Context: an optimization exercise on an open-source flow, tuned for small area and a short achievable clock period. The choices shown serve that exercise and are no tape-out recipe. In this exercise RTL edits were held to simulation tests only and were not proved equivalent to the original. Power is estimated from default activity; no workload was simulated.

### design.v
module dmem_responder #(
  parameter int DEPTH       = 32,
  parameter int WAIT_CYCLES = 2
) (
  input  logic              Clk,
  input  logic              Rst,
  input  logic              reqValid,
  output logic              reqReady,
  input  logic              reqWrite,
  input  logic [63:0]       reqAddr,
  input  logic [1:0]        reqSize,
  input  logic [63:0]       reqWData,
  output logic              respValid,
  input  logic              respReady,
  output logic [63:0]       respRData,
  output logic              respErr,
  output logic [63:0]       dMemOut
);
  localparam int NS  = 32;   
  localparam int NR  = 16;   
  localparam int GAP = 3;    
  logic s_idle, s_w1, s_w2, s_resp;
  logic busy_o, rv_o;
  logic [63:0] sw;         
  logic [2:0]  off_q;
  logic [4:0]  idx_q;
  logic [1:0]  size_q;
  logic        err_q;
  logic        st_ok_q;    
  logic        late_q;     
  logic [7:0]  bs0_q;      
  logic [3:0]  bs1_q;      
  logic [1:0]  bs2_q;      
  logic        bs4_q;      
  logic [NR-1:0] rsel_q;
  logic          fwd_q;
  logic [4:0]  cnt;
  logic [4:0]  cnt2;       
  logic [63:0] wb;
  logic [4:0]  wb_idx;
  logic        wb_pend;    
  logic        commit;
  assign reqReady  = ~busy_o;
  assign respValid = rv_o;
  assign respErr   = err_q;
  assign commit    = s_w2 & st_ok_q;
  logic       req_err, req_ld;
  logic [2:0] req_amask;
  always_comb begin
    case (reqSize)
      2'd0:    req_amask = 3'b000;
      2'd1:    req_amask = 3'b001;
      2'd2:    req_amask = 3'b011;
      default: req_amask = 3'b111;
    endcase
  end
  assign req_err = ((reqAddr[2:0] & req_amask) != 3'b000) || (reqAddr[63:8] != 56'd0);
  assign req_ld  = ~reqWrite & ~req_err;
  logic [63:0] wrep;
  always_comb begin
    for (int l = 0; l < 8; l++) begin
      case (reqSize)
        2'd0:    wrep[8*l +: 8] = reqWData[7:0];
        2'd1:    wrep[8*l +: 8] = reqWData[8*(l%2) +: 8];
        2'd2:    wrep[8*l +: 8] = reqWData[8*(l%4) +: 8];
        default: wrep[8*l +: 8] = reqWData[8*l +: 8];
      endcase
    end
  end
  logic [63:0] slot_q [NS];
  logic [NS-1:0] ins_q;
  logic        wb_hit;     
  logic [4:0]  wb_slot_n;
  logic        wb_pend_n;
  assign wb_hit    = |ins_q;
  assign wb_pend_n = commit | (wb_pend & ~wb_hit);
  assign wb_slot_n = (commit ? idx_q : wb_idx) + cnt + 5'd2;
  for (genvar j = 0; j < NS; j++) begin : g_slot
    logic [63:0] q;
    if (j % GAP == 0) begin : g_ld
      always_ff @(posedge Clk) q <= ins_q[j] ? wb : g_slot[(j + NS - 1) % NS].q;
    end else begin : g_sh
      always_ff @(posedge Clk) q <= g_slot[(j + NS - 1) % NS].q;
    end
    assign slot_q[j] = q;
  end
  logic [4:0] rd_w;
  logic [4:0] rd_tap;      
  logic       rd_fwd;
  assign rd_w   = s_idle ? reqAddr[7:3] : idx_q;
  assign rd_tap = rd_w + cnt2;
  assign rd_fwd = wb_pend & ~wb_hit & (wb_idx == rd_w);
  logic [63:0] rword;
  for (genvar b = 0; b < 64; b++) begin : g_rd
    logic [NR:0] col;
    for (genvar j = 0; j < NR; j++) begin : g_col
      assign col[j] = slot_q[2*j][b];
    end
    assign col[NR] = wb[b];
    dmem_rd_bit u_rd (.d(col), .sel({fwd_q, rsel_q}), .q(rword[b]));
  end
  logic [63:0] lres;
  always_comb begin
    lres[7:0]   = 8'd0;
    lres[15:8]  = 8'd0;
    lres[23:16] = 8'd0;
    lres[31:24] = 8'd0;
    for (int l = 0; l < 8; l++) lres[7:0]   = lres[7:0]   | (rword[8*l +: 8] & {8{bs0_q[l]}});
    for (int m = 0; m < 4; m++) lres[15:8]  = lres[15:8]  | (rword[16*m + 8 +: 8] & {8{bs1_q[m]}});
    for (int n = 0; n < 2; n++) begin
      lres[23:16] = lres[23:16] | (rword[32*n + 16 +: 8] & {8{bs2_q[n]}});
      lres[31:24] = lres[31:24] | (rword[32*n + 24 +: 8] & {8{bs2_q[n]}});
    end
    lres[63:32] = rword[63:32] & {32{bs4_q}};
  end
  logic [7:0] lmask;
  always_comb begin
    for (int l = 0; l < 8; l++) begin
      case (size_q)
        2'd0:    lmask[l] = st_ok_q & (3'(l) == off_q);
        2'd1:    lmask[l] = st_ok_q & (2'(l >> 1) == off_q[2:1]);
        2'd2:    lmask[l] = st_ok_q & (1'(l >> 2) == off_q[2]);
        default: lmask[l] = st_ok_q;
      endcase
    end
  end
  logic [63:0] merged;
  always_comb
    for (int l = 0; l < 8; l++)
      merged[8*l +: 8] = lmask[l] ? sw[8*l +: 8] : rword[8*l +: 8];
  logic rd_now;
  assign rd_now = late_q ? s_w2 : s_w1;
  always_ff @(posedge Clk or posedge Rst) begin
    if (Rst) begin
      s_idle <= 1'b1;
      s_w1   <= 1'b0;
      s_w2   <= 1'b0;
      s_resp <= 1'b0;
      busy_o <= 1'b0;
      rv_o   <= 1'b0;
    end else begin
      s_idle <= (s_idle & ~reqValid) | (s_resp & respReady);
      s_w1   <= s_idle & reqValid;
      s_w2   <= s_w1;
      s_resp <= s_w2 | (s_resp & ~respReady);
      busy_o <= (~busy_o & reqValid) | (busy_o & ~(rv_o & respReady));
      rv_o   <= s_w2 | (rv_o & ~respReady);
    end
  end
  logic [4:0] req_pos;
  assign req_pos = reqAddr[7:3] + cnt + 5'd1;
  always_ff @(posedge Clk) begin
    if (s_idle) begin
      off_q   <= reqAddr[2:0];
      idx_q   <= reqAddr[7:3];
      size_q  <= reqSize;
      err_q   <= req_err;
      st_ok_q <= reqWrite & ~req_err;
      late_q  <= req_pos[0];
      for (int l = 0; l < 8; l++) bs0_q[l] <= req_ld & (reqAddr[2:0] == 3'(l));
      for (int m = 0; m < 4; m++) bs1_q[m] <= req_ld & (reqSize != 2'd0) & (reqAddr[2:1] == 2'(m));
      for (int n = 0; n < 2; n++) bs2_q[n] <= req_ld & reqSize[1] & (reqAddr[2] == 1'(n));
      bs4_q   <= req_ld & (reqSize == 2'd3);
    end
  end
  always_ff @(posedge Clk) begin
    cnt   <= cnt + 5'd1;
    cnt2  <= cnt + 5'd3;
    fwd_q <= rd_fwd;
    for (int j = 0; j < NR; j++) rsel_q[j] <= ~rd_fwd & (rd_tap[4:1] == 4'(j));
  end
  always_ff @(posedge Clk) begin
    if (rd_now) respRData <= lres;
  end
  always_ff @(posedge Clk) begin
    if (s_idle)      sw <= wrep;
    else if (rd_now) sw <= merged;
  end
  always_ff @(posedge Clk) begin
    if (commit) begin
      wb     <= late_q ? merged : sw;
      wb_idx <= idx_q;
    end
    wb_pend <= wb_pend_n;
    for (int j = 0; j < NS; j++)
      ins_q[j] <= (j % GAP == 0) && wb_pend_n && (wb_slot_n == 5'(j));
  end
  always_ff @(posedge Clk or posedge Rst) begin
    if (Rst)         dMemOut <= 64'd0;
    else if (commit) dMemOut <= late_q ? merged : sw;
  end
endmodule
module dmem_rd_bit (
  input  logic [16:0] d,
  input  logic [16:0] sel,
  output logic [0:0]  q
);
  logic [5:0] grp_n;
  for (genvar g = 0; g < 5; g++) begin : g_grp
    dmem_aoi222 u_aoi (.d(d[3*g +: 3]), .s(sel[3*g +: 3]), .y(grp_n[g]));
  end
  dmem_aoi22 u_aoi_last (.d(d[16:15]), .s(sel[16:15]), .y(grp_n[5]));
  assign q = ~&grp_n;
endmodule
module dmem_aoi222 (
  input  logic [2:0] d,
  input  logic [2:0] s,
  output logic       y
);
  assign y = ~|(d & s);
endmodule
module dmem_aoi22 (
  input  logic [1:0] d,
  input  logic [1:0] s,
  output logic       y
);
  assign y = ~|(d & s);
endmodule
### flow/run.sh
#!/bin/bash
# The standard layout (standard.sh), with two changes to how it is made:
#  - every port still gets its own buffer, but a plain buf_2 instead of the
#    delay-cell buffer buffer_ports picks by default;
#  - clock tree synthesis adds no dummy loads.
# Each tool's output goes to standard.log (and ORFS's own logs under orfs/).
set -o pipefail
cd "$(dirname "$0")/.."
export BUFFER_PORTS_ARGS="-buffer_cell sky130_fd_sc_hd__buf_2"
export CTS_ARGS="-sink_clustering_enable -repair_clock_nets -dont_use_dummy_load -sink_clustering_size 24 -sink_clustering_max_diameter 50"
bash standard.sh > standard.log 2>&1
### standard.sh
#!/bin/bash
# synth_recipe.tcl (not shown) runs the flow's synth.tcl, then flattens the netlist and writes it again
# the make line also repeats each setting of config.mk as NAME=value (left out here)
make -C /OpenROAD-flow-scripts/flow DESIGN_CONFIG=/design/flow/config.mk WORK_HOME=/design/flow/orfs CLKGATE_MAP_FILE= SYNTH_SCRIPT=/design/flow/synth_recipe.tcl "${@:-finish}"
### config.mk
export PLATFORM = sky130hd
export DESIGN_NAME = dmem_responder
export DESIGN_NICKNAME = dmem_responder
export VERILOG_FILES = /design/flow/design.v
export SDC_FILE = /design/flow/constraint.sdc
export NUM_CORES = 4
export LEC_CHECK = 0
export CAP_MARGIN = 20
export CORE_MARGIN = 2
export CORE_UTILIZATION = 50
export SETUP_SLACK_MARGIN = 2.5
export SLEW_MARGIN = 20
export SYNTH_HIERARCHICAL = 1
export SYNTH_MINIMUM_KEEP_SIZE = 0
### constraint.sdc
create_clock -name core_clock -period 5.0 [get_ports {Clk}]
set_input_delay 1.0000 -clock core_clock [delete_from_list [all_inputs] [get_ports {Clk}]]
set_output_delay 1.0000 -clock core_clock [all_outputs]
set_load 0.01 [all_outputs]
==> results.py, run 1 <==
metrics = {
    "synthesis": {
        "ys.flop_type": "dfxtp_1",
        "syn_inst": 4595,
        "yosysWarnings": 8,
        "synth-edff-count": 216,
        "synthArstFlopShare": 0.02940,
        "yosysUniqueCellTypes": 59,
        "synth_area_mm2": 0.06962,
        "ys_ff_latch": 2381,
        "seq_area_frac_synth": 0.7208,
        "syn_area_per_cell_um2": 15.15,
        "synth.net_count": 4749,
    },
    "clocking": {
        "clock-sinks": 2381,
        "htreeDepth": 4,
        "clk_pin_slew_ns": 0.08,
        "numCtsBuffers": 162,
        "cts_tree": "built",
        "root_buffer": "clkbuf_16",
        "clk_latency_ns": 0.83,
        "cts_buffer_depth": 3,
    },
    "worst_hold_path": {
        "hold_class": "register to register",
    },
    "timing": {
        "worstMarginPinSlew_ns": 1.265,
        "final.min_clock_period_ns": 2.681,
        "rsz0062_at_grt": "true",
        "fin_skew_ns": 0.07429,
        "fmax_mhz": 373.0,
        "hold_violations": 0,
        "slew_headroom": 0.1490,
        "fin_crit_sh": 0.5362,
        "setup_viol": 0,
        "fin_setup_tns_ns": 0,
        "final-max-slew-violation-count": 0,
    },
    "global_routing": {
        "grt_max_degree": 71,
        "antenna_found_initial": 53,
        "grt_pass1_vias": 39610,
        "grt_pass1_wl_mm": 304.6,
        "grt.total_usage": 0.3037,
        "grt-ovfl-total": 0,
    },
    "floorplanning": {
        "core_mm2": 0.1378,
        "die_area_mm2": 0.1422,
        "dieWidth_um": 377.1,
        "die_h_um": 377.1,
        "std_cell_rows": 136,
        "initial_core_util": 0.5051,
        "ios": 266,
    },
    "worst_setup_path": {
        "cp_max_fo": 8,
        "cp_top_family": "simple AND/OR/NAND/NOR gates",
        "cpPeakStageDelay_ns": 0.55,
        "crit_required_ns": 5.73,
        "worst_path_max_delay_cell": "or4b_4",
        "critPathBufInv": 2,
        "crit_chain": "buf_6 > nand2_8 > mux2i_2 > ha_2 > inv_4 > ha_4 > a21o_1 > a21oi_2 > xnor3_2 > or4b_4 > nor3_4",
        "cp-start-kind": "register",
        "critPathKind": "register to register",
        "arrival_ns": 3.41,
        "crit_path_end_kind": "register",
    },
    "cells_and_area": {
        "syn_to_final_growth_pct": 13.47,
        "drive_above_1_share": 0.3294,
        "fillCellCount": 10980,
        "nets": 5101,
        "mostFrequentLayoutCells": "dfxtp_1 (2,067), mux2_2 (826), a222oi_1 (320), buf_2 (264), edfxtp_1 (216)",
        "final_cell_area_mm2": 0.07900,
        "final_util": 0.5731,
        "final_common_cell": "dfxtp_1",
    },
    "detailed_routing": {
        "drcViolationCount": 0,
        "wire_per_inst_um": 32.72,
        "dr.pass1.iters": 10,
        "route.vias.total": 41810,
        "wl_mm": 221.0,
        "vias_per_cell": 6.191,
        "detail-route-antenna-nets": 0,
        "drt_first_iter_violations": 6296,
    },
    "place": {
        "numPortBuffers": 265,
        "hpwlAfterDp_mm": 126.3,
        "routabilityCongestion": 0.9691,
        "placed_area_mm2": 0.07303,
    },
    "job": {
        "cap_violations": 0,
    },
    "run_status": {
        "status": "timing/DRC/antenna clean",
    },
    "power": {
        "total_power_w": 0.05191,
        "irDropWorstVdd_v": 0.0004056,
        "p_leak_nw": 31.18,
        "p_per_area_mw_per_mm2": 657.1,
    },
}
synth_stat cells, types with 4 or more instances:
| cell | instances | area share |
|---|---|---|
| nor4_1 | 22 | 0.0020 |
| inv_1 | 18 | 0.00097 |
| and3_1 | 17 | 0.0015 |
| nor2_1 | 38 | 0.0020 |
| and4_1 | 64 | 0.0081 |
| a22oi_1 | 72 | 0.0078 |
| o21ai_2 | 4 | 0.00050 |
| o21ai_0 | 57 | 0.0041 |
| dfrtp_1 | 69 | 0.025 |
| a21oi_1 | 36 | 0.0026 |
| xor2_1 | 10 | 0.0013 |
| nand3_1 | 70 | 0.0050 |
| a211oi_1 | 10 | 0.0011 |
| buf_1 | 8 | 0.00043 |
| edfxtp_1 | 216 | 0.093 |
| nand4_1 | 12 | 0.0011 |
| nor2_2 | 4 | 0.00036 |
| dfxtp_1 | 2095 | 0.60 |
| nor3_1 | 10 | 0.00072 |
| mux2_2 | 844 | 0.14 |
| o211ai_1 | 11 | 0.0012 |
| a22oi_2 | 64 | 0.012 |
| nand2_1 | 111 | 0.0060 |
| nand2b_1 | 17 | 0.0015 |
| and2_1 | 35 | 0.0031 |
| a222oi_1 | 320 | 0.046 |
| xnor2_1 | 11 | 0.0014 |
| clkbuf_1 | 191 | 0.010 |
| nor2b_1 | 14 | 0.0013 |
| mux2i_1 | 68 | 0.0098 |
| a22o_1 | 16 | 0.0020 |
| a21o_1 | 5 | 0.00054 |
| ha_1 | 17 | 0.0031 |
registers in the layout, indices dropped and copies added, names as in the netlist, 2 cells and up, named ones only:
register,flops
rsel_q,16
cnt2,5
idx_q,5
wb_idx,4
bs0_q,8
ins_q,11
bs2_q,2
off_q,3
sw,64
dMemOut,64
cnt,4
g_slot.q,2048
wb,64
respRData,64
bs1_q,4
size_q,2
final cells by class:
type                            instances  area [um^2]  area share
Antenna cell                           14        35.03   0.0004435
Clock buffer                          162         4054     0.05132
Inverter                               19        93.84    0.001188
Multi-Input combinational cell       1990        19390      0.2455
Sequential cell                      2381        50290      0.6366
Tap cell                             1794         2245     0.02841
Timing Repair Buffer                  391         2868     0.03630
Timing Repair inverter                  2        17.52   0.0002217
power breakdown:
part	switching (W)	total [W]	internal, W
clock network	0.00608	0.0118	0.00572
logic	0.00665	0.0110	0.00439
registers	0.00329	0.0291	0.0258
total	0.0160	0.0519	0.0359
Yosys stat by module, one instance, submodules excluded:
module / area, um^2 / cells inside / flip-flops and latches / copies in the design
dmem_aoi22: 12.51 / 1 / 0 / 64
dmem_responder: 64730 / 4083 / 2381 / 1
dmem_rd_bit: 13.76 / 2 / 0 / 64
dmem_aoi222: 10.01 / 1 / 0 / 320
final timing paths:
path,cells past startpoint,start,slack (ns),endpoint
setup / recovery,11,st_ok_q,2.32,ins_q[12]
hold / removal,0,g_slot[25].q[16],0.27,g_slot[26].q[16]
setup reg to reg,11,st_ok_q,2.32,ins_q[12]
hold reg to reg,0,g_slot[25].q[16],0.27,g_slot[26].q[16]
max in group asynchronous,3,Rst,4.13,s_w2
min in group asynchronous,3,Rst,0.28,dMemOut[32]
metal layers:
| metal | global-route usage | wire length, um | vias up |
|---|---|---|---|
| li1 | - | - | 17660 |
| met1 | 0.4583 | 98010 | 21380 |
| met2 | 0.4367 | 92660 | 2359 |
| met3 | 0.06833 | 24300 | 383 |
| met4 | 0.08106 | 5806 | 28 |
| met5 | 0 | 190 | - |
metrics by stage:
step | setup WS, ns | hold slack, ns | std cells
global route | 2.206 | 0.2830 | 6739
floorplan | 2.103 | 0.3096 | 4595
global placement | 1.607 | 0.3095 | 6501
CTS | 2.306 | 0.2747 | 6716
detailed placement | 1.540 | 0.3121 | 6501
finish | 2.319 | 0.2710 | 6753
what timing repair did:
item | CTS | global route
gates resized for setup | 124 | 60
pin swaps | 21 | 33
hold buffers | 0 | 0
setup endpoints to repair | 446 | 106
gates cloned | 3 | 2
buffers inserted | 50 | 21
cell families (layout without fill, tap and decap cells):
family | Yosys count | count (layout) | share of synthesized area
XOR/XNOR | 22 | 22 | 0.002983
AND/OR/NAND/NOR | 429 | 430 | 0.03454
buffers and inverters | 225 | 574 | 0.01245
multiplexers | 914 | 914 | 0.1468
other | 0 | 14 | 0
AO/OA/AOI/OAI | 605 | 605 | 0.07879
adder cells (fa/ha/maj) | 19 | 19 | 0.003630
flip-flops | 2381 | 2381 | 0.7208
==> inputs of run 2 (changes only) <==
--- a/design.v
+++ b/design.v
@@ -72,3 +72,3 @@
   logic        wb_hit;     
-  logic [4:0]  wb_slot_n;
+  logic [4:0]  st_slot_n, wb_slot_n;    
   logic        wb_pend_n;
@@ -76,3 +76,4 @@
   assign wb_pend_n = commit | (wb_pend & ~wb_hit);
-  assign wb_slot_n = (commit ? idx_q : wb_idx) + cnt + 5'd2;
+  assign st_slot_n = idx_q + cnt2;
+  assign wb_slot_n = wb_idx + cnt2;
   for (genvar j = 0; j < NS; j++) begin : g_slot
@@ -185,3 +186,4 @@
     for (int j = 0; j < NS; j++)
-      ins_q[j] <= (j % GAP == 0) && wb_pend_n && (wb_slot_n == 5'(j));
+      ins_q[j] <= (j % GAP == 0) && wb_pend_n &&
+                  (commit ? (st_slot_n == 5'(j)) : (wb_slot_n == 5'(j)));
   end
==> run 2 against run 1 <==
  * Via count down 1.1%
  * Global-route usage is 0.31 points lower
  * Still clean
  * Clock power about the same
  * Synthesized area increased by 0.48%
==> results.py, run 2 <==
metrics = {
    "clocking": {
        "numCtsBuffers": 164,
        "htreeDepth": 4,
        "clock-sinks": 2381,
        "holdBufCountCts": 0,
        "cts_buffer_depth": 3,
        "root_buffer": "clkbuf_16",
        "cts_tree": "built",
        "clk_latency_ns": 0.82,
        "clk_pin_slew_ns": 0.09,
    },
    "worst_setup_path": {
        "r2r_end": "rsel_q[7]",
        "arrival_ns": 3.29,
        "r2r_slack_ns": 2.39,
        "critPathLaunch": "s_idle",
        "critPathKind": "register to register",
        "crit_required_ns": 5.68,
        "cp-start-kind": "register",
        "r2r-start": "s_idle",
        "cp_max_fo": 5,
        "r2r_cells": 8,
        "crit_path_end_kind": "register",
    },
    "place": {
        "numPortBuffers": 265,
        "preCtsSetupSlack_ns": 1.698,
        "dp.cells": 6598,
        "hpwlAfterDp_mm": 124.7,
        "routabilityCongestion": 0.9013,
    },
    "detailed_routing": {
        "detail-route-antenna-nets": 0,
        "wl_mm": 219.6,
        "dr.pass1.iters": 7,
        "route.vias.total": 41370,
        "drt_first_iter_violations": 6202,
        "wire_per_inst_um": 32.09,
        "drcViolationCount": 0,
        "vias_per_cell": 6.045,
    },
    "power": {
        "irDropWorstVdd_v": 0.0003746,
        "total_power_w": 0.04544,
        "p_leak_nw": 31.22,
        "p_per_area_mw_per_mm2": 573.8,
    },
    "cells_and_area": {
        "final_common_cell": "dfxtp_1",
        "fillCellCount": 11160,
        "mostFrequentLayoutCells": "dfxtp_1 (2,062), mux2_2 (789), a222oi_1 (320), buf_2 (259), edfxtp_1 (220)",
        "largest_reg_flops": 2048,
        "nets": 5111,
        "largest_register": "g_slot.q",
        "fin_cells": 6844,
        "drive_above_1_share": 0.3172,
        "syn_to_final_growth_pct": 13.22,
    },
    "timing": {
        "whs_ns": 0.2862,
        "fin_crit_sh": 0.5220,
        "hold_violations": 0,
        "final-max-slew-violation-count": 0,
        "fin_ws_ns": 2.390,
        "setup_viol": 0,
        "rsz0062_at_grt": "true",
        "slew_headroom": 0.2332,
        "worstMarginPinSlew_ns": 1.150,
        "final.min_clock_period_ns": 2.610,
        "fin_setup_tns_ns": 0,
        "fmax_mhz": 383.1,
        "fin_skew_ns": 0.07884,
    },
    "global_routing": {
        "grt.total_usage": 0.3007,
        "grt_pass1_vias": 39810,
        "grt-ovfl-total": 0,
        "grt_pass1_wl_mm": 303.7,
        "antenna_found_initial": 33,
        "grt_max_degree": 91,
    },
    "synthesis": {
        "seq_area_frac_synth": 0.7179,
        "synth_area_mm2": 0.06995,
        "synth_largest_area_cell": "dfxtp_1",
        "synthMuxAreaShare": 0.1467,
        "synth_most_common_cell": "dfxtp_1",
        "ys.flop_type": "dfxtp_1",
        "syn_inst": 4616,
        "synth.net_count": 4773,
        "synth_area_leaders": "dfxtp_1 (60%), mux2_2 (13%), edfxtp_1 (9.4%)",
        "synthArstFlopShare": 0.02940,
        "synth-edff-count": 220,
        "syn_area_per_cell_um2": 15.15,
        "synth-compound-area-share": 0.07935,
        "synth_xor_area_frac": 0.003220,
        "yosysWarnings": 8,
        "yosys.area_share.simple": 0.03592,
        "synth_top_family_by_area": "multiplexers",
        "synthTopCellsByCount": "dfxtp_1 (2,091), mux2_2 (787), a222oi_1 (320)",
        "yosysUniqueCellTypes": 66,
        "synth_top_area_share": 0.5984,
        "ys_ff_latch": 2381,
        "synthAdderAreaFrac": 0.004257,
    },
    "floorplanning": {
        "core_mm2": 0.1392,
        "die_area_mm2": 0.1429,
        "ios": 266,
        "std_cell_rows": 137,
        "dieWidth_um": 378.0,
        "die_h_um": 378.0,
        "initial_core_util": 0.5026,
    },
    "worst_hold_path": {
        "hold_depth": 0,
        "hold_class": "register to register",
        "whs_endpoint": "g_slot[22].q[20]",
        "min_from": "g_slot[21].q[20]",
    },
    "run_status": {
        "status": "timing/DRC/antenna clean",
    },
    "job": {
        "cap_violations": 0,
    },
}
## run 2: worst max path at each step
stage                              end  cells after the start
after floorplan              rsel_q[6]                      7
after global placement    respRData[0]                      6
after detailed placement  respRData[0]                      6
after CTS                 respRData[8]                      1
after global routing         rsel_q[7]                      8
final                        rsel_q[7]                      8
## run 2: modules after synthesis, one instance, submodules excluded
module | area, um^2 | copies in the design | cells inside | flops+latches
dmem_aoi22 | 12.51 | 64 | 1 | 0
dmem_aoi222 | 10.01 | 320 | 1 | 0
dmem_rd_bit | 13.76 | 64 | 2 | 0
dmem_responder | 65070 | 1 | 4104 | 2381
## run 2: metrics by stage
step	utilization	cell area [um^2]
floorplan	-	70060
global placement	0.5273	73400
detailed placement	0.5273	73400
CTS	0.5659	78770
global route	0.5688	79170
finish	0.5690	79200
## run 2: logic make-up (layout without fill, tap and decap cells)
| group | Yosys count | after routing |
|---|---|---|
| buffers and inverters | 225 | 561 |
| xor gates and xnor gates | 24 | 24 |
| adders and majority gates | 22 | 22 |
| muxes | 913 | 913 |
| and+or+nand+nor | 438 | 438 |
| other | 0 | 16 |
| AOI/OAI and AO/OA | 613 | 613 |
| DFF | 2381 | 2381 |
## run 2: routing by layer
metal | track usage | up-vias | routed length [um]
met5 | 0 | - | 84
met4 | 0.1040 | 14 | 7144
met3 | 0.06740 | 356 | 22690
met2 | 0.4400 | 2126 | 94440
met1 | 0.4377 | 21090 | 95240
li1 | - | 17790 | -
## run 2: where the power goes
part	total, W	internal [W]	switching [W]
registers	0.0246	0.0225	0.00208
logic	0.00900	0.00318	0.00582
clock network	0.0119	0.00578	0.00610
total	0.0454	0.0314	0.0140
## run 2: layout make-up
class | count | area, um^2 | area share
Clock buffer | 164 | 4104 | 0.05182
Sequential cell | 2381 | 50330 | 0.6355
Inverter | 15 | 72.57 | 0.0009163
Multi-Input combinational cell | 2010 | 19530 | 0.2466
Tap cell | 1876 | 2347 | 0.02964
Antenna cell | 16 | 40.04 | 0.0005055
Timing Repair Buffer | 382 | 2771 | 0.03499
## run 2: worst max-delay path, cell delays in order (launching register included)
cell     delay [ns]
dfstp_4        0.68
mux2i_4        0.26
nor2_2         0.06
fa_2           0.39
a21o_1         0.21
a21oi_4        0.24
xor2_2         0.21
nand2_2        0.13
nor4b_2        0.32
## run 2: repair_timing
| item | in CTS | in global routing |
|---|---|---|
| gates cloned | 0 | 0 |
| pin swaps | 23 | 10 |
| setup buffers | 56 | 10 |
| resized for setup | 113 | 51 |
| endpoints found under the setup margin | 356 | 98 |
==> inputs of run 3 (changes only) <==
==> flow/run.sh (replaced) <==
#!/bin/bash
# The standard layout (standard.sh), with two changes to how it is made:
#  - every port still gets its own buffer, but a plain buf_2 instead of the
#    delay-cell buffer buffer_ports picks by default;
#  - clock tree synthesis adds no dummy loads and clusters up to 30 sinks per buffer.
# Each tool's output goes to standard.log (and ORFS's own logs under orfs/).
set -o pipefail
cd "$(dirname "$0")/.."
export BUFFER_PORTS_ARGS="-buffer_cell sky130_fd_sc_hd__buf_2"
export CTS_ARGS="-sink_clustering_enable -repair_clock_nets -dont_use_dummy_load -sink_clustering_size 30 -sink_clustering_max_diameter 60 -buf_list {sky130_fd_sc_hd__clkbuf_8 sky130_fd_sc_hd__clkbuf_16}"
bash standard.sh > standard.log 2>&1
==> run 3 against run 2 <==
  * Sequential power hardly changed
  * Synthesized area stayed put
  * First-iteration DRC count shrank 4.8%
  * Setup slack better by 0.056 ns
  * Total power down 2.9%
  * Global-route usage shrank 0.17 points
  * Critical path type unchanged
  * Largest cell class unchanged
==> results.py, run 3 <==
metrics = {
    "global_routing": {
        "grt_pass1_vias": 39370,
        "grt.total_usage": 0.2990,
        "grt_pass1_wl_mm": 301.6,
        "grt_max_degree": 91,
        "antenna_found_initial": 32,
        "grt-ovfl-total": 0,
    },
    "timing": {
        "fin_skew_ns": 0.1021,
        "hold_violations": 0,
        "final-max-slew-violation-count": 0,
        "fmax_mhz": 391.6,
        "fin_crit_sh": 0.5107,
        "final.min_clock_period_ns": 2.554,
        "setup_viol": 0,
        "fin_ws_ns": 2.446,
        "whs_ns": 0.2760,
        "worstMarginPinSlew_ns": 1.141,
        "slew_headroom": 0.2391,
        "rsz0062_at_grt": "true",
        "fin_setup_tns_ns": 0,
    },
    "worst_setup_path": {
        "critPathLaunch": "s_idle",
        "cp_max_fo": 5,
        "r2r-start": "s_idle",
        "crit_chain": "mux2_4 > fa_2 > a21o_1 > a21oi_4 > xnor2_2 > nand2_2 > nor4b_4",
        "crit_required_ns": 5.69,
        "critPathBufInv": 0,
        "crit_path_end_kind": "register",
        "cpPeakStageDelay_ns": 0.67,
        "arrival_ns": 3.24,
        "worst_path_max_delay_cell": "dfstp_4",
        "cp_top_family": "flip-flops",
        "cp-start-kind": "register",
        "critPathKind": "register to register",
    },
    "synthesis": {
        "synth_area_mm2": 0.06995,
        "syn_inst": 4616,
        "yosysUniqueCellTypes": 66,
        "synthTopCellsByCount": "dfxtp_1 (2,091), mux2_2 (787), a222oi_1 (320)",
        "synthArstFlopShare": 0.02940,
        "yosysWarnings": 8,
        "ys.flop_type": "dfxtp_1",
        "syn_area_per_cell_um2": 15.15,
        "synth-edff-count": 220,
        "synth.net_count": 4773,
        "synth_most_common_cell": "dfxtp_1",
        "ys_ff_latch": 2381,
        "synth_top_area_share": 0.5984,
        "synth_largest_area_cell": "dfxtp_1",
        "seq_area_frac_synth": 0.7179,
        "synth_area_leaders": "dfxtp_1 (60%), mux2_2 (13%), edfxtp_1 (9.4%)",
    },
    "detailed_routing": {
        "dr.pass1.iters": 7,
        "vias_per_cell": 6.022,
        "drt_first_iter_violations": 5902,
        "wl_mm": 217.8,
        "detail-route-antenna-nets": 0,
        "route.vias.total": 41020,
        "wire_per_inst_um": 31.97,
        "drcViolationCount": 0,
    },
    "floorplanning": {
        "dieWidth_um": 378.0,
        "initial_core_util": 0.5026,
        "die_area_mm2": 0.1429,
        "ios": 266,
        "die_h_um": 378.0,
        "core_mm2": 0.1392,
        "std_cell_rows": 137,
    },
    "clocking": {
        "clk_pin_slew_ns": 0.10,
        "cts_tree": "built",
        "cts_buffer_depth": 3,
        "clk_latency_ns": 0.80,
        "root_buffer": "clkbuf_16",
        "numCtsBuffers": 135,
        "clock-sinks": 2381,
        "htreeDepth": 4,
    },
    "worst_hold_path": {
        "min_from": "g_slot[21].q[63]",
        "hold_class": "register to register",
    },
    "power": {
        "irDropWorstVdd_v": 0.0003891,
        "p_leak_nw": 30.88,
        "p_per_area_mw_per_mm2": 562.8,
    },
    "cells_and_area": {
        "fillCellCount": 11230,
        "mostFrequentLayoutCells": "dfxtp_1 (2,062), mux2_2 (790), a222oi_1 (320), buf_2 (261), edfxtp_1 (220)",
        "final_cell_area_mm2": 0.07844,
        "final_common_cell": "dfxtp_1",
        "nets": 5080,
        "syn_to_final_growth_pct": 12.14,
        "largest_register": "g_slot.q",
        "largest_reg_flops": 2048,
        "final_util": 0.5636,
        "drive_above_1_share": 0.3148,
    },
    "place": {
        "placed_area_mm2": 0.07340,
        "preCtsSetupSlack_ns": 1.698,
        "numPortBuffers": 265,
        "routabilityCongestion": 0.9013,
        "hpwlAfterDp_mm": 124.7,
    },
    "run_status": {
        "status": "timing/DRC/antenna clean",
    },
    "job": {
        "cap_violations": 0,
    },
}
[run 3: final cells by class]
cell class	count	area, um^2	share of cell area
sequential	2381	50330	0.6416
multi-input combinational	2011	19560	0.2494
clock buffer	135	3378	0.04307
timing repair buffer	379	2711	0.03456
tap	1876	2347	0.02992
inverter	15	72.57	0.0009251
antenna	15	37.54	0.0004785
[run 3: path summary, 6_finish.rpt]
path	end	slack [ns]	cells after the start
setup / recovery	rsel_q[11]	2.45	7
hold / removal	g_slot[22].q[63]	0.28	0
setup reg to reg	rsel_q[11]	2.45	7
hold reg to reg	g_slot[22].q[63]	0.28	0
max in group asynchronous	dMemOut[32]	3.56	3
min in group asynchronous	dMemOut[39]	0.34	2
[run 3: metrics by stage]
step | power, W | std cells
2_1_floorplan | 0.02762 | 4616
3_3_place_gp | 0.03201 | 6598
3_5_place_dp | 0.03211 | 6598
4_1_cts | 0.04377 | 6788
5_1_grt | 0.04537 | 6801
6_report | 0.04415 | 6812
[run 3: metal layers]
metal / vias to the layer above / share of wire / track usage
li1: 17710 / - / -
met1: 20970 / 0.44 / 0.4385
met2: 1982 / 0.43 / 0.4370
met3: 331 / 0.10 / 0.07380
met4: 28 / 0.029 / 0.08487
met5: - / 0.00075 / 0.001372
[run 3: per-module statistics from Yosys (local to each module, per instance)]
module,cells inside,times used
dmem_rd_bit,2,64
dmem_aoi222,1,320
dmem_aoi22,1,64
dmem_responder,4104,1
[run 3: timing repair]
| item | in CTS | in global routing |
|---|---|---|
| setup endpoints to repair | 348 | 106 |
| setup buffers | 55 | 8 |
| gates cloned | 0 | 1 |
| pin swaps | 19 | 14 |
| hold buffers | 0 | 0 |
| gates resized for setup | 117 | 52 |
[run 3: power by group]
part	switching, W	internal (W)
combinational	0.00575	0.00315
sequential	0.00211	0.0225
clock	0.00587	0.00481
[run 3: worst register-to-register path, stage by stage, from the launching register on]
cell	delay (ns)
dfstp_4	0.67
mux2_4	0.33
fa_2	0.37
a21o_1	0.21
a21oi_4	0.19
xnor2_2	0.19
nand2_2	0.20
nor4b_4	0.28
[run 3: cells by family after synthesis]
group | after synthesis | synth area share
flip-flops | 2381 | 0.7179
multiplexers | 913 | 0.1467
AO/OA/AOI/OAI | 613 | 0.07935
AND/OR/NAND/NOR | 438 | 0.03592
buffers and inverters | 225 | 0.01266
XOR/XNOR | 24 | 0.003220
adder cells (fa/ha/maj) | 22 | 0.004257
==> inputs of run 4 (changes only) <==
--- a/design.v
+++ b/design.v
@@ -87,8 +87,14 @@
   end
-  logic [4:0] rd_w;
-  logic [4:0] rd_tap;      
-  logic       rd_fwd;
-  assign rd_w   = s_idle ? reqAddr[7:3] : idx_q;
-  assign rd_tap = rd_w + cnt2;
-  assign rd_fwd = wb_pend & ~wb_hit & (wb_idx == rd_w);
+  logic [4:0] rq_tap, hd_tap;
+  logic       rq_fwd, hd_fwd;
+  logic [NR-1:0] rq_sel, hd_sel;
+  assign rq_tap = reqAddr[7:3] + cnt2;
+  assign hd_tap = idx_q + cnt2;
+  assign rq_fwd = wb_pend & ~wb_hit & (wb_idx == reqAddr[7:3]);
+  assign hd_fwd = wb_pend & ~wb_hit & (wb_idx == idx_q);
+  always_comb
+    for (int j = 0; j < NR; j++) begin
+      rq_sel[j] = ~rq_fwd & (rq_tap[4:1] == 4'(j));
+      hd_sel[j] = ~hd_fwd & (hd_tap[4:1] == 4'(j));
+    end
   logic [63:0] rword;
@@ -169,4 +175,4 @@
     cnt2  <= cnt + 5'd3;
-    fwd_q <= rd_fwd;
-    for (int j = 0; j < NR; j++) rsel_q[j] <= ~rd_fwd & (rd_tap[4:1] == 4'(j));
+    fwd_q  <= s_idle ? rq_fwd : hd_fwd;
+    rsel_q <= s_idle ? rq_sel : hd_sel;
   end
--- a/config.mk
+++ b/config.mk
@@ -9,3 +9,3 @@
 export CORE_MARGIN = 2
-export CORE_UTILIZATION = 50
+export CORE_UTILIZATION = 55
 export SETUP_SLACK_MARGIN = 2.5
==> run 4 against run 3 <==
  * Critical path depth shrank 6
  * Sequential cell count is the same
  * Synthesized cell count grew 0.11%
  * Critical path type is now register to output pin
  * Largest cell class unchanged
  * Largest power group unchanged
  * Highest routed layer unchanged
==> results.py, run 4 <==
metrics = {
    "timing": {
        "fin_setup_tns_ns": 0,
        "fin_crit_sh": 0.5091,
        "fin_skew_ns": 0.04754,
        "slew_headroom": 0.2657,
        "fmax_mhz": 392.9,
        "rsz0062_at_grt": "true",
        "setup_viol": 0,
        "final.min_clock_period_ns": 2.545,
        "hold_violations": 0,
        "final-max-slew-violation-count": 0,
        "worstMarginPinSlew_ns": 1.101,
    },
    "global_routing": {
        "grt_pass1_vias": 40140,
        "antenna_found_initial": 34,
        "grt_pass1_wl_mm": 305.4,
        "grt-ovfl-total": 0,
        "grt_max_degree": 113,
        "grt.total_usage": 0.3319,
    },
    "synthesis": {
        "synth.net_count": 4779,
        "syn_inst": 4621,
        "seq_area_frac_synth": 0.7176,
        "synth_largest_area_cell": "dfxtp_1",
        "synth-edff-count": 225,
        "yosysWarnings": 8,
        "syn_area_per_cell_um2": 15.16,
        "synth_top_area_share": 0.5961,
        "synth_area_mm2": 0.07006,
        "ys.flop_type": "dfxtp_1",
        "ys_ff_latch": 2381,
        "synthArstFlopShare": 0.02940,
        "synthTopCellsByCount": "dfxtp_1 (2,086), mux2_2 (812), a222oi_1 (320)",
        "synth_most_common_cell": "dfxtp_1",
        "synth_area_leaders": "dfxtp_1 (60%), mux2_2 (13%), edfxtp_1 (9.6%)",
        "yosysUniqueCellTypes": 59,
    },
    "clocking": {
        "clk_latency_ns": 0.80,
        "cts_tree": "built",
        "clk_pin_slew_ns": 0.10,
        "numCtsBuffers": 144,
        "holdBufCountCts": 0,
        "cts_buffer_depth": 3,
        "clock-sinks": 2381,
        "root_buffer": "clkbuf_16",
        "htreeDepth": 4,
    },
    "job": {
        "cap_violations": 0,
    },
    "worst_hold_path": {
        "hold_class": "register to register",
    },
    "cells_and_area": {
        "nets": 5107,
        "largest_register": "g_slot.q",
        "drive_above_1_share": 0.3180,
        "syn_to_final_growth_pct": 11.98,
        "final_common_cell": "dfxtp_1",
        "largest_reg_flops": 2048,
        "mostFrequentLayoutCells": "dfxtp_1 (2,057), mux2_2 (813), a222oi_1 (320), buf_2 (263), edfxtp_1 (225)",
        "fillCellCount": 9730,
    },
    "floorplanning": {
        "ios": 266,
        "std_cell_rows": 130,
        "die_h_um": 360.9,
        "core_mm2": 0.1261,
        "initial_core_util": 0.5557,
        "die_area_mm2": 0.1302,
        "dieWidth_um": 360.9,
    },
    "worst_setup_path": {
        "crit_required_ns": 4.00,
        "critPathKind": "register to output pin",
        "crit_chain": "buf_6",
        "arrival_ns": 1.55,
        "cpPeakStageDelay_ns": 0.56,
        "cp_top_family": "flip-flops",
        "cp-start-kind": "register",
        "crit_path_end_kind": "output pin",
        "cp_max_fo": 1,
        "worst_path_max_delay_cell": "edfxtp_1",
        "critPathBufInv": 1,
    },
    "place": {
        "hpwlAfterDp_mm": 125.2,
        "numPortBuffers": 265,
        "routabilityCongestion": 0.8988,
    },
    "detailed_routing": {
        "drt_first_iter_violations": 5923,
        "wire_per_inst_um": 33.30,
        "dr.pass1.iters": 10,
        "route.vias.total": 41390,
        "wl_mm": 220.1,
        "drcViolationCount": 0,
        "detail-route-antenna-nets": 0,
        "vias_per_cell": 6.263,
    },
    "run_status": {
        "status": "timing/DRC/antenna clean",
    },
    "power": {
        "p_per_area_mw_per_mm2": 482.1,
        "irDropWorstVdd_v": 0.0003276,
        "total_power_w": 0.03782,
        "p_leak_nw": 31.04,
    },
}
-- run 4: changes by cell type after synthesis, moves of 7 or more --
cell,previous run,this run
o21ai_1,12,3
mux2_2,787,812
mux2_4,17,24
o21ai_0,44,53
nor4_1,35,25
mux2_1,41,6
xor2_1,7,14
o22ai_1,1,16
-- run 4: cell type report --
type	count	area, um^2	share of cell area
flip-flops and latches	2381	50380	0.6422
multi-input cells	2019	19520	0.2489
clock buffers	144	3603	0.04594
repair buffers	389	2756	0.03514
well taps	1650	2064	0.02632
inverters	13	78.83	0.001005
diodes	12	30.03	0.0003828
repair inverters	1	8.758	0.0001116
-- run 4: path summary, 6_finish.rpt --
check | from | end | slack (ns) | cells past startpoint
worst min-delay path | g_slot[9].q[44] | g_slot[10].q[44] | 0.30 | 0
worst max-delay path | err_q | respErr | 2.45 | 1
max in group asynchronous | Rst | dMemOut[0] | 4.04 | 3
worst max register to register | rsel_q[6] | dMemOut[62] | 2.45 | 6
worst min register to register | g_slot[9].q[44] | g_slot[10].q[44] | 0.30 | 0
min in group asynchronous | Rst | dMemOut[20] | 0.32 | 3
-- run 4: where the power goes --
part	internal, W	leakage [nW]	switching, W	total [W]
sequential	0.0218	20.0	0.00129	0.0231
combinational	0.00162	9.26	0.00209	0.00371
clock	0.00511	1.77	0.00592	0.0110
total	0.0285	31.0	0.00930	0.0378
-- run 4: per-stage QoR --
step	area (um^2)	setup slack (ns)	cells	hold slack [ns]	utilization
2_1_floorplan	70120	2.476	4621	0.3096	-
3_3_place_gp	73400	1.489	6390	0.3095	0.5822
3_5_place_dp	73400	1.485	6390	0.3121	0.5822
4_1_cts	77960	2.373	6577	0.3015	0.6184
5_1_grt	78420	2.451	6600	0.3094	0.6221
6_report	78450	2.455	6609	0.3022	0.6223
-- run 4: cells by family (layout without fill, tap and decap cells) --
family                   count (synthesis)  in the layout  share of synthesized area
buffers and inverters                  221            547                    0.01229
AO/OA/AOI/OAI                          627            627                    0.08051
flip-flops                            2381           2381                     0.7176
AND/OR/NAND/NOR                        427            427                    0.03488
multiplexers                           909            909                     0.1462
other                                    0             12                          0
XOR/XNOR                                33             33                   0.004126
adder cells (fa/ha/maj)                 23             23                   0.004429
-- run 4: metal layers --
metal	up-vias	share of wire	track usage
met3	353	0.098	0.06545
li1	17750	-	-
met2	2019	0.43	0.4972
met1	21240	0.44	0.4892
met4	30	0.029	0.09517
met5	-	0.00085	0
-- run 4: modules after synthesis, one instance, submodules excluded --
| module | area (um^2) | flops+latches |
|---|---|---|
| dmem_responder | 65170 | 2381 |
| dmem_rd_bit | 13.76 | 0 |
| dmem_aoi22 | 12.51 | 0 |
| dmem_aoi222 | 10.01 | 0 |
-- run 4: repair_timing --
item	4_1_cts	5_1_grt
gates resized for setup	70	48
endpoints found under the setup margin	435	126
buffers inserted	42	20
pin swaps	5	17
gates cloned	1	0
==> inputs of run 5 (changes only) <==
--- a/design.v
+++ b/design.v
@@ -44,3 +44,4 @@
   assign respValid = rv_o;
-  assign respErr   = err_q;
+  logic respErr_o;
+  assign respErr   = respErr_o;
   assign commit    = s_w2 & st_ok_q;
@@ -173,2 +174,3 @@
   always_ff @(posedge Clk) begin
+    respErr_o <= err_q;
     cnt   <= cnt + 5'd1;
==> run 5 against run 4 <==
  * Global-route usage decreased by 0.39 points
  * Worst hold slack got worse by 0.015 ns
  * Synthesized cell count about the same
  * Non-clock buffer count decreased by 9
  * Maximum frequency increased by 0.58%
  * Clock power about the same
  * Setup slack improved by 0.015 ns
  * Routed wire length increased by 0.12%
  * Total power increased by 0.20%
  * Critical path type is now register to register
  * Critical endpoint is now dMemOut[29]
  * Largest cell class unchanged
  * Largest power group unchanged
==> results.py, run 5 <==
metrics = {
    "detailed_routing": {
        "wire_per_inst_um": 33.37,
        "drcViolationCount": 0,
        "detail-route-antenna-nets": 0,
        "wl_mm": 220.4,
        "drt_first_iter_violations": 6286,
        "route.vias.total": 41360,
        "vias_per_cell": 6.262,
        "dr.pass1.iters": 13,
    },
    "global_routing": {
        "grt_pass1_vias": 39600,
        "grt-ovfl-total": 0,
        "grt_max_degree": 103,
        "grt_pass1_wl_mm": 301.6,
        "grt.total_usage": 0.3280,
        "antenna_found_initial": 37,
    },
    "floorplanning": {
        "die_area_mm2": 0.1303,
        "dieWidth_um": 360.9,
        "std_cell_rows": 130,
        "initial_core_util": 0.5559,
        "core_mm2": 0.1261,
        "ios": 266,
        "die_h_um": 360.9,
    },
    "clocking": {
        "cts_buffer_depth": 3,
        "clk_latency_ns": 0.81,
        "clock-sinks": 2382,
        "holdBufCountCts": 0,
        "numCtsBuffers": 144,
        "htreeDepth": 4,
        "root_buffer": "clkbuf_16",
        "clk_pin_slew_ns": 0.10,
        "cts_tree": "built",
    },
    "timing": {
        "worstMarginPinSlew_ns": 1.163,
        "final.min_clock_period_ns": 2.531,
        "slew_headroom": 0.2173,
        "hold_violations": 0,
        "fin_setup_tns_ns": 0,
        "rsz0062_at_grt": "true",
        "fin_crit_sh": 0.5062,
        "final-max-slew-violation-count": 0,
        "fmax_mhz": 395.1,
        "setup_viol": 0,
        "fin_ws_ns": 2.469,
        "fin_skew_ns": 0.06819,
    },
    "synthesis": {
        "ys_ff_latch": 2382,
        "synth_area_leaders": "dfxtp_1 (60%), mux2_2 (13%), edfxtp_1 (9.6%)",
        "synth.net_count": 4780,
        "synthArstFlopShare": 0.02939,
        "synth_top_area_share": 0.5962,
        "synthTopCellsByCount": "dfxtp_1 (2,087), mux2_2 (812), a222oi_1 (320)",
        "syn_inst": 4622,
        "ys.flop_type": "dfxtp_1",
        "synth_area_mm2": 0.07008,
        "seq_area_frac_synth": 0.7176,
        "yosysUniqueCellTypes": 59,
        "synth-edff-count": 225,
        "synth_most_common_cell": "dfxtp_1",
        "synth_largest_area_cell": "dfxtp_1",
        "syn_area_per_cell_um2": 15.16,
        "yosysWarnings": 8,
    },
    "worst_setup_path": {
        "cp_max_fo": 16,
        "r2r_slack_ns": 2.47,
        "r2r-start": "rsel_q[1]",
        "arrival_ns": 3.19,
        "cp-start-kind": "register",
        "r2r_cells": 6,
        "r2r_end": "dMemOut[29]",
        "crit_required_ns": 5.66,
        "crit_path_end_kind": "register",
        "critPathKind": "register to register",
    },
    "place": {
        "hpwlAfterDp_mm": 125.8,
        "numPortBuffers": 265,
        "routabilityCongestion": 0.9183,
        "preCtsSetupSlack_ns": 1.387,
    },
    "cells_and_area": {
        "nets": 5099,
        "final_common_cell": "dfxtp_1",
        "largest_reg_flops": 2048,
        "mostFrequentLayoutCells": "dfxtp_1 (2,058), mux2_2 (809), a222oi_1 (320), buf_2 (264), edfxtp_1 (225)",
        "largest_register": "g_slot.q",
        "syn_to_final_growth_pct": 11.96,
        "drive_above_1_share": 0.3152,
    },
    "run_status": {
        "status": "timing/DRC/antenna clean",
    },
    "worst_hold_path": {
        "hold_depth": 0,
        "hold_class": "register to register",
        "min_from": "g_slot[21].q[7]",
        "whs_endpoint": "g_slot[22].q[7]",
    },
    "power": {
        "irDropWorstVdd_v": 0.0003569,
        "p_per_area_mw_per_mm2": 483.0,
        "p_leak_nw": 31.03,
    },
    "job": {
        "cap_violations": 0,
    },
}
-- run 5: per-layer routing --
layer | vias up | global-route usage | share of wire
met3 | 366 | 0.07503 | 0.10
met4 | 26 | 0.1102 | 0.033
met2 | 2037 | 0.4764 | 0.42
li1 | 17770 | - | -
met1 | 21160 | 0.4832 | 0.44
met5 | - | 0 | 0.00070
-- run 5: worst max-delay path by stage --
stage,start,end,depth (start not counted),slack (ns)
2_1_floorplan,reqSize[1],sw[54],10,2.48
3_3_place_gp,reqAddr[23],bs1_q[2],6,1.51
3_5_place_dp,reqAddr[23],bs1_q[2],6,1.39
4_1_cts,rsel_q[2],dMemOut[48],6,2.49
5_1_grt,respRData[6],respRData[6],1,2.46
6_report,rsel_q[1],dMemOut[29],6,2.47
-- run 5: repair_timing --
action                     CTS  global route
setup endpoints to repair  433           108
pin swaps                    7            14
setup buffers               31            20
gates cloned                 2             0
resized for setup           95            32
-- run 5: cell families (layout without fill, tap and decap cells) --
logic type               after synthesis  after routing  synth area share
multiplexers                         909            909            0.1462
adder cells (fa/ha/maj)               23             23          0.004428
other                                  0             15                 0
AO/OA/AOI/OAI                        627            627           0.08049
XOR/XNOR                              33             33          0.004125
buffers and inverters                221            538           0.01228
AND/OR/NAND/NOR                      427            427           0.03487
flip-flops                          2382           2382            0.7176
-- run 5: layout make-up --
type / instances / area, um^2
fill: 9686 / 47600
tap: 1650 / 2064
inverter: 13 / 78.83
multi-input combinational: 2019 / 19530
clock buffer: 144 / 3603
timing repair buffer: 380 / 2728
antenna: 15 / 37.54
timing repair inverter: 1 / 8.758
sequential: 2382 / 50400
-- run 5: stage by stage --
| stage | hold WS (ns) | total power [W] | std cells | utilization | instance area, um^2 |
|---|---|---|---|---|---|
| 3_3_place_gp | 0.3095 | 0.02684 | 6392 | 0.5821 | 73370 |
| 2_1_floorplan | 0.3096 | 0.02495 | 4622 | - | 70140 |
| 5_1_grt | 0.2861 | 0.03909 | 6592 | 0.6221 | 78420 |
| 4_1_cts | 0.2864 | 0.03786 | 6569 | 0.6183 | 77940 |
| 6_report | 0.2869 | 0.03789 | 6604 | 0.6224 | 78450 |
| 3_5_place_dp | 0.3121 | 0.02691 | 6392 | 0.5821 | 73370 |
-- run 5: power by group --
part | total [W] | internal, W | switching [W]
logic | 0.00370 | 0.00162 | 0.00208
registers | 0.0231 | 0.0218 | 0.00134
clock network | 0.0111 | 0.00511 | 0.00595
total | 0.0379 | 0.0285 | 0.00936
-- run 5: worst max-delay path, cell delays in order, from the launching register on --
cell,delay [ns]
dfxtp_4,0.51
buf_6,0.27
buf_4,0.25
a222oi_1,0.33
nand3_2,0.31
mux2_4,0.41
mux2_2,0.28
-- run 5: modules after synthesis, one instance, submodules excluded --
module          area [um^2]  flip-flops and latches  times used
dmem_responder        65190                    2382           1
dmem_rd_bit           13.76                       0          64
dmem_aoi22            12.51                       0          64
dmem_aoi222           10.01                       0         320
==> inputs of run 6 (changes only) <==
--- a/config.mk
+++ b/config.mk
@@ -10,3 +10,3 @@
 export CORE_UTILIZATION = 55
-export SETUP_SLACK_MARGIN = 2.5
+export SETUP_SLACK_MARGIN = 2.8
 export SLEW_MARGIN = 20
==> run 6 against run 5 <==
  * Still clean on timing, DRC and antenna
  * Core utilization up 3.8 points
  * Final area grew 6.1%
  * Critical path depth decreased by 5
  * Die area did not move
  * Synthesized cell count unchanged
  * Total power grew 3.8%
  * Routed wire length is 8.2% higher
  * Largest power group unchanged
==> results.py, run 6 <==
metrics = {
    "timing": {
        "fin_crit_sh": 0.5181,
        "slew_headroom": 0.2614,
        "final.min_clock_period_ns": 2.591,
        "fin_setup_tns_ns": 0,
        "fmax_mhz": 386.0,
        "hold_violations": 0,
        "rsz0062_at_grt": "true",
        "worstMarginPinSlew_ns": 1.108,
        "fin_skew_ns": 0.05852,
        "setup_viol": 0,
        "final-max-slew-violation-count": 0,
    },
    "floorplanning": {
        "core_mm2": 0.1261,
        "die_h_um": 360.9,
        "ios": 266,
        "dieWidth_um": 360.9,
        "std_cell_rows": 130,
        "die_area_mm2": 0.1303,
        "initial_core_util": 0.5559,
    },
    "global_routing": {
        "grt.total_usage": 0.3596,
        "grt-ovfl-total": 0,
        "grt_pass1_vias": 41800,
        "use_met2": 0.5137,
        "grt_max_degree": 67,
        "grt_pass1_wl_mm": 328.3,
        "use_met3": 0.08896,
        "antenna_found_initial": 23,
        "met1_usage": 0.5209,
        "busiest_layer": "met1",
    },
    "synthesis": {
        "synth-edff-count": 225,
        "synth_area_leaders": "dfxtp_1 (60%), mux2_2 (13%), edfxtp_1 (9.6%)",
        "synth_most_common_cell": "dfxtp_1",
        "synth_top_area_share": 0.5962,
        "ys.flop_type": "dfxtp_1",
        "synth_largest_area_cell": "dfxtp_1",
        "synth_area_mm2": 0.07008,
        "syn_inst": 4622,
        "syn_area_per_cell_um2": 15.16,
        "seq_area_frac_synth": 0.7176,
        "synthTopCellsByCount": "dfxtp_1 (2,087), mux2_2 (812), a222oi_1 (320)",
        "synthArstFlopShare": 0.02939,
        "synth.net_count": 4780,
        "ys_ff_latch": 2382,
        "yosysUniqueCellTypes": 59,
        "yosysWarnings": 8,
    },
    "clocking": {
        "numCtsBuffers": 145,
        "clk_pin_slew_ns": 0.10,
        "clk_latency_ns": 0.81,
        "clock-sinks": 2382,
        "htreeDepth": 4,
        "cts_tree": "built",
        "holdBufCountCts": 0,
        "cts_buffer_depth": 3,
        "root_buffer": "clkbuf_16",
    },
    "worst_setup_path": {
        "cp_max_fo": 1,
        "critPathBufInv": 1,
        "arrival_ns": 1.59,
        "cpPeakStageDelay_ns": 0.60,
        "crit_path_end_kind": "output pin",
        "crit_required_ns": 4.00,
        "crit_chain": "buf_2",
        "critPathKind": "register to output pin",
        "worst_path_max_delay_cell": "edfxtp_1",
        "cp_top_family": "flip-flops",
        "cp-start-kind": "register",
    },
    "detailed_routing": {
        "dr.pass1.iters": 9,
        "drt_first_iter_violations": 6601,
        "vias_per_cell": 6.383,
        "wl_mm": 238.4,
        "route.vias.total": 43690,
        "drcViolationCount": 0,
        "detail-route-antenna-nets": 0,
        "wire_per_inst_um": 34.83,
    },
    "cells_and_area": {
        "nets": 5344,
        "largest_reg_flops": 2048,
        "final_common_cell": "dfxtp_1",
        "drive_above_1_share": 0.3775,
        "syn_to_final_growth_pct": 18.82,
        "seq_area_mm2": 0.05043,
        "mostFrequentLayoutCells": "dfxtp_1 (2,056), mux2_2 (732), a222oi_1 (320), buf_2 (236), edfxtp_1 (225)",
        "largest_register": "g_slot.q",
        "fillCellCount": 9146,
        "multi_input_area_mm2": 0.02093,
    },
    "power": {
        "p_per_area_mw_per_mm2": 472.2,
        "p_leak_nw": 33.18,
        "irDropWorstVdd_v": 0.0003914,
        "total_power_w": 0.03932,
    },
    "job": {
        "cap_violations": 0,
    },
    "worst_hold_path": {
        "hold_class": "register to register",
    },
    "run_status": {
        "status": "timing/DRC/antenna clean",
    },
    "place": {
        "hpwlAfterDp_mm": 132.8,
        "routabilityCongestion": 0.8859,
        "numPortBuffers": 265,
    },
}
-- run 6: cell types whose count changed in the layout (fill, tap and decap cells not counted), sizes merged --
cell and delta:
bufinv -1, inv -1, buf +241, mux2 +1
clkbuf +1, nand2b +3, clkinv +1, diode -5
-- run 6: kinds of logic after synthesis --
kind of cell	share of synthesized area
simple gates	0.03487
buf+inv	0.01228
compound gates	0.08049
flops	0.7176
mux	0.1462
fa+ha+maj	0.004428
xor+xnor	0.004125
-- run 6: power breakdown --
group | internal [W] | total, W | switching, W
Combinational | 0.00245 | 0.00489 | 0.00244
Sequential | 0.0218 | 0.0233 | 0.00148
Clock | 0.00515 | 0.0111 | 0.00599
Total | 0.0294 | 0.0393 | 0.00991
-- run 6: per-module statistics from Yosys, one instance, submodules excluded --
| module | flip-flops and latches | cells inside | area [um^2] |
|---|---|---|---|
| dmem_aoi22 | 0 | 1 | 12.51 |
| dmem_responder | 2382 | 4110 | 65190 |
| dmem_rd_bit | 0 | 2 | 13.76 |
| dmem_aoi222 | 0 | 1 | 10.01 |
-- run 6: through the flow --
| stage | instance area (um^2) | cells | util | hold WS, ns | setup WS [ns] |
|---|---|---|---|---|---|
| floorplan | 70340 | 4622 | - | 0.3096 | 2.608 |
| CTS | 82110 | 6768 | 0.6514 | 0.3027 | 2.401 |
| global placement | 73590 | 6403 | 0.5838 | 0.3095 | 1.671 |
| detailed placement | 73590 | 6403 | 0.5838 | 0.3121 | 1.731 |
| finish | 83260 | 6844 | 0.6605 | 0.2998 | 2.409 |
| global route | 83240 | 6836 | 0.6604 | 0.3098 | 2.346 |
-- run 6: worst paths after layout --
path	startpoint	endpoint	slack, ns	depth (start not counted)
worst max register to register	rsel_q[9]	respRData[3]	2.49	8
min in group asynchronous	Rst	dMemOut[38]	0.39	2
worst min-delay path	g_slot[3].q[40]	g_slot[4].q[40]	0.30	0
worst max-delay path	respRData[1]	respRData[1]	2.41	1
max in group asynchronous	Rst	dMemOut[17]	3.74	3
worst min register to register	g_slot[3].q[40]	g_slot[4].q[40]	0.30	0
-- run 6: final cells by class --
type / instances / area share
antenna: 10 / 0.0003005
timing repair buffer: 621 / 0.07312
clock buffer: 145 / 0.04358
tap: 1650 / 0.02479
sequential: 2382 / 0.6056
inverter: 13 / 0.001262
multi-input combinational: 2023 / 0.2513
-- run 6: timing repair --
item | CTS | global route
buffers inserted | 206 | 66
endpoints found under the setup margin | 738 | 399
pin swaps | 171 | 113
resized for setup | 483 | 153
cloned | 14 | 0
-- run 6: layer usage --
metal / part of all wire / routed length, um
met2: 0.42 / 100200
met5: 0.000092 / 22
met4: 0.043 / 10340
met1: 0.43 / 101800
met3: 0.11 / 26040
==> inputs of run 7 (changes only) <==
--- a/config.mk
+++ b/config.mk
@@ -10,3 +10,3 @@
 export CORE_UTILIZATION = 55
-export SETUP_SLACK_MARGIN = 2.8
+export SETUP_SLACK_MARGIN = 3.1
 export SLEW_MARGIN = 20
==> run 7 against run 6 <==
  * Global-route usage up 1.1 points
  * Synthesized area unchanged
  * Largest power group unchanged
  * Final cell count up 0.61%
==> results.py, run 7 <==
metrics = {
    "run_status": {
        "status": "timing/DRC/antenna clean",
    },
    "global_routing": {
        "grt_max_degree": 76,
        "grt_pass1_vias": 41990,
        "antenna_found_initial": 21,
        "grt-ovfl-total": 0,
        "grt.total_usage": 0.3705,
        "grt_pass1_wl_mm": 336.4,
    },
    "power": {
        "total_power_w": 0.03933,
        "p_leak_nw": 33.60,
        "p_per_area_mw_per_mm2": 466.5,
        "irDropWorstVdd_v": 0.0003521,
    },
    "detailed_routing": {
        "wl_met3_mm": 26.47,
        "drcViolationCount": 0,
        "detail-route-antenna-nets": 0,
        "wl_mm": 247.1,
        "vias_per_cell": 6.398,
        "drt-met1-wl_mm": 102.7,
        "dr.pass1.iters": 7,
        "wire_per_inst_um": 35.88,
        "drt_first_iter_violations": 6628,
        "highest_layer": "met5",
        "dr_wl_met2_mm": 105.4,
        "route.vias.total": 44060,
    },
    "worst_setup_path": {
        "worst_path_max_delay_cell": "edfxtp_1",
        "crit_required_ns": 4.00,
        "critPathKind": "register to output pin",
        "cpPeakStageDelay_ns": 0.57,
        "r2r_end": "dMemOut[60]",
        "crit_path_end_kind": "output pin",
        "arrival_ns": 1.57,
        "r2r-start": "rsel_q[8]",
        "crit_chain": "buf_2",
        "cp_top_family": "flip-flops",
        "endpoint": "respRData[4]",
        "crit_cells": 1,
        "critPathLaunch": "respRData[4]",
        "r2r_slack_ns": 2.43,
        "critPathBufInv": 1,
        "r2r_cells": 7,
        "cp-start-kind": "register",
        "cp_max_fo": 1,
    },
    "synthesis": {
        "yosysWarnings": 8,
        "synth_area_leaders": "dfxtp_1 (60%), mux2_2 (13%), edfxtp_1 (9.6%)",
        "synth.net_count": 4780,
        "synth_top_area_share": 0.5962,
        "seq_area_frac_synth": 0.7176,
        "yosysUniqueCellTypes": 59,
        "synth-edff-count": 225,
        "synthTopCellsByCount": "dfxtp_1 (2,087), mux2_2 (812), a222oi_1 (320)",
        "syn_area_per_cell_um2": 15.16,
        "synth_area_mm2": 0.07008,
        "syn_inst": 4622,
        "ys_ff_latch": 2382,
        "synth_largest_area_cell": "dfxtp_1",
        "synthArstFlopShare": 0.02939,
        "synth_most_common_cell": "dfxtp_1",
        "ys.flop_type": "dfxtp_1",
    },
    "timing": {
        "hold_violations": 0,
        "final.min_clock_period_ns": 2.572,
        "fmax_mhz": 388.8,
        "fin_crit_sh": 0.5144,
        "slew_headroom": 0.2913,
        "fin_setup_tns_ns": 0,
        "rsz0062_at_grt": "true",
        "setup_viol": 0,
        "final-max-slew-violation-count": 0,
        "worstMarginPinSlew_ns": 1.063,
        "fin_skew_ns": 0.05482,
    },
    "cells_and_area": {
        "largest_reg_flops": 2048,
        "seq_area_mm2": 0.05042,
        "syn_to_final_growth_pct": 20.30,
        "mostFrequentLayoutCells": "dfxtp_1 (2,056), mux2_2 (731), a222oi_1 (320), buf_2 (237), edfxtp_1 (225)",
        "multi_input_area_mm2": 0.02134,
        "drive_above_1_share": 0.3936,
        "fillCellCount": 8980,
        "largest_register": "g_slot.q",
        "final_common_cell": "dfxtp_1",
        "nets": 5391,
    },
    "clocking": {
        "numCtsBuffers": 143,
        "clk_latency_ns": 0.81,
        "htreeDepth": 4,
        "clk_pin_slew_ns": 0.09,
        "clock-sinks": 2382,
        "root_buffer": "clkbuf_16",
        "cts_buffer_depth": 3,
        "cts_tree": "built",
        "holdBufCountCts": 0,
    },
    "floorplanning": {
        "initial_core_util": 0.5559,
        "dieWidth_um": 360.9,
        "std_cell_rows": 130,
        "die_area_mm2": 0.1303,
        "ios": 266,
        "core_mm2": 0.1261,
        "die_h_um": 360.9,
    },
    "place": {
        "numPortBuffers": 265,
        "hpwlAfterDp_mm": 131.0,
        "routabilityCongestion": 0.8821,
    },
    "job": {
        "cap_violations": 0,
    },
    "worst_hold_path": {
        "hold_class": "register to register",
    },
}
## run 7: cell count changes in the layout (fill, tap and decap cells not counted), moves of 10 or more
cell / delta
o22ai_1: -12
and2_4: +13
buf_16: +15
o22ai_2: +12
and2_1: -13
o21ai_0: -10
buf_6: +21
buf_4: +12
## run 7: layout make-up
type	count	area share
well taps	1650	0.02449
repair inverters	3	0.0003414
multi-input cells	2022	0.2531
inverters	13	0.001128
clock buffers	143	0.04245
repair buffers	668	0.08022
diodes	5	0.0001484
flip-flops and latches	2382	0.5981
## run 7: kinds of logic after synthesis
family | count (synthesis) | synth area share
AO/OA/AOI/OAI | 627 | 0.08049
multiplexers | 909 | 0.1462
XOR/XNOR | 33 | 0.004125
buffers and inverters | 221 | 0.01228
adder cells (fa/ha/maj) | 23 | 0.004428
flip-flops | 2382 | 0.7176
AND/OR/NAND/NOR | 427 | 0.03487
## run 7: per-module statistics from Yosys (local to each module, per instance)
module          cell area, um^2  copies in the design  cells inside  flip-flops and latches
dmem_rd_bit               13.76                    64             2                       0
dmem_aoi222               10.01                   320             1                       0
dmem_responder            65190                     1          4110                    2382
dmem_aoi22                12.51                    64             1                       0
## run 7: power by group
part           switching [W]  leakage, nW  total (W)  internal [W]
clock network        0.00599         1.76     0.0111       0.00508
registers            0.00139         20.0     0.0232        0.0218
logic                0.00253         11.8    0.00507       0.00254
total                0.00991         33.6     0.0393        0.0294
## run 7: routing by layer
metal	vias up	global-route usage
li1	18360	-
met1	22560	0.5265
met2	2620	0.5462
met3	509	0.08230
met4	8	0.1588
met5	-	0
## run 7: timing repair
action | 4_1_cts | 5_1_grt
gates resized for setup | 553 | 144
pin swaps | 204 | 137
gates cloned | 29 | 1
setup endpoints to repair | 906 | 456
setup buffers | 252 | 65
## run 7: worst min-delay path by stage
stage                startpoint          endpoint  slack, ns  cells past startpoint
2_1_floorplan    g_slot[9].q[0]   g_slot[10].q[0]       0.31                      0
3_3_place_gp   g_slot[21].q[48]  g_slot[22].q[48]       0.31                      0
3_5_place_dp    g_slot[7].q[58]   g_slot[8].q[58]       0.31                      0
4_1_cts        g_slot[25].q[31]  g_slot[26].q[31]       0.30                      0
5_1_grt        g_slot[27].q[50]  g_slot[28].q[50]       0.31                      0
6_report       g_slot[21].q[40]  g_slot[22].q[40]       0.30                      0
## run 7: stage by stage
stage | setup slack [ns] | cell area (um^2) | instances | util | hold slack (ns)
after floorplan | 2.618 | 70640 | 4622 | - | 0.3096
after global placement | 1.643 | 73640 | 6390 | 0.5842 | 0.3095
after detailed placement | 1.625 | 73660 | 6391 | 0.5843 | 0.3121
after CTS | 2.394 | 83050 | 6815 | 0.6588 | 0.3036
after global routing | 2.383 | 84290 | 6882 | 0.6687 | 0.3054
final | 2.428 | 84300 | 6886 | 0.6688 | 0.3033

==> static timing again, ports no longer ideal <==
Ports are ideal in the flow. The routed layouts listed here were re-timed in OpenROAD.
Step 1 sets driving cells, clkbuf_16 on the clock port and buf_2 on the other inputs (assumed; they add their load-dependent delay and slew).
Step 2 moves the port delays by t, midway between the first and last clock arrival at a register: inputs arrive t later, outputs are due t later. That takes back most of the time a late clock gives input paths.
Slacks: ideal / step 1 / step 2; pairs: ideal / step 1.
run	shift t [ns]	setup slack, ns	worst hold slack (ns)	worst register clock-pin slew, ns	worst slew at a driven data input, ns
run 1	0.871	2.319 / 2.275 / 1.705	0.271 / 0.221 / 0.271	0.09 / 0.09	0.16
run 2	0.872	2.390 / 2.339 / 1.914	0.286 / 0.263 / 0.286	0.10 / 0.10	0.19
run 3	0.841	2.446 / 2.369 / 1.917	0.276 / 0.276 / 0.276	0.11 / 0.11	0.20
run 4	0.854	2.455 / 2.376 / 1.735	0.302 / 0.258 / 0.302	0.11 / 0.11	0.21
run 5	0.853	2.469 / 2.409 / 1.705	0.287 / 0.287 / 0.287	0.11 / 0.11	0.20
run 6	0.863	2.409 / 2.328 / 1.872	0.300 / 0.300 / 0.300	0.11 / 0.11	0.20
run 7	0.869	2.428 / 2.341 / 1.863	0.303 / 0.303 / 0.303	0.11 / 0.11	0.13
After both steps every run listed still meets setup and hold. The setup slack of run 5, which loses most, moves by -0.060 ns with the drivers and by -0.764 ns with both steps.
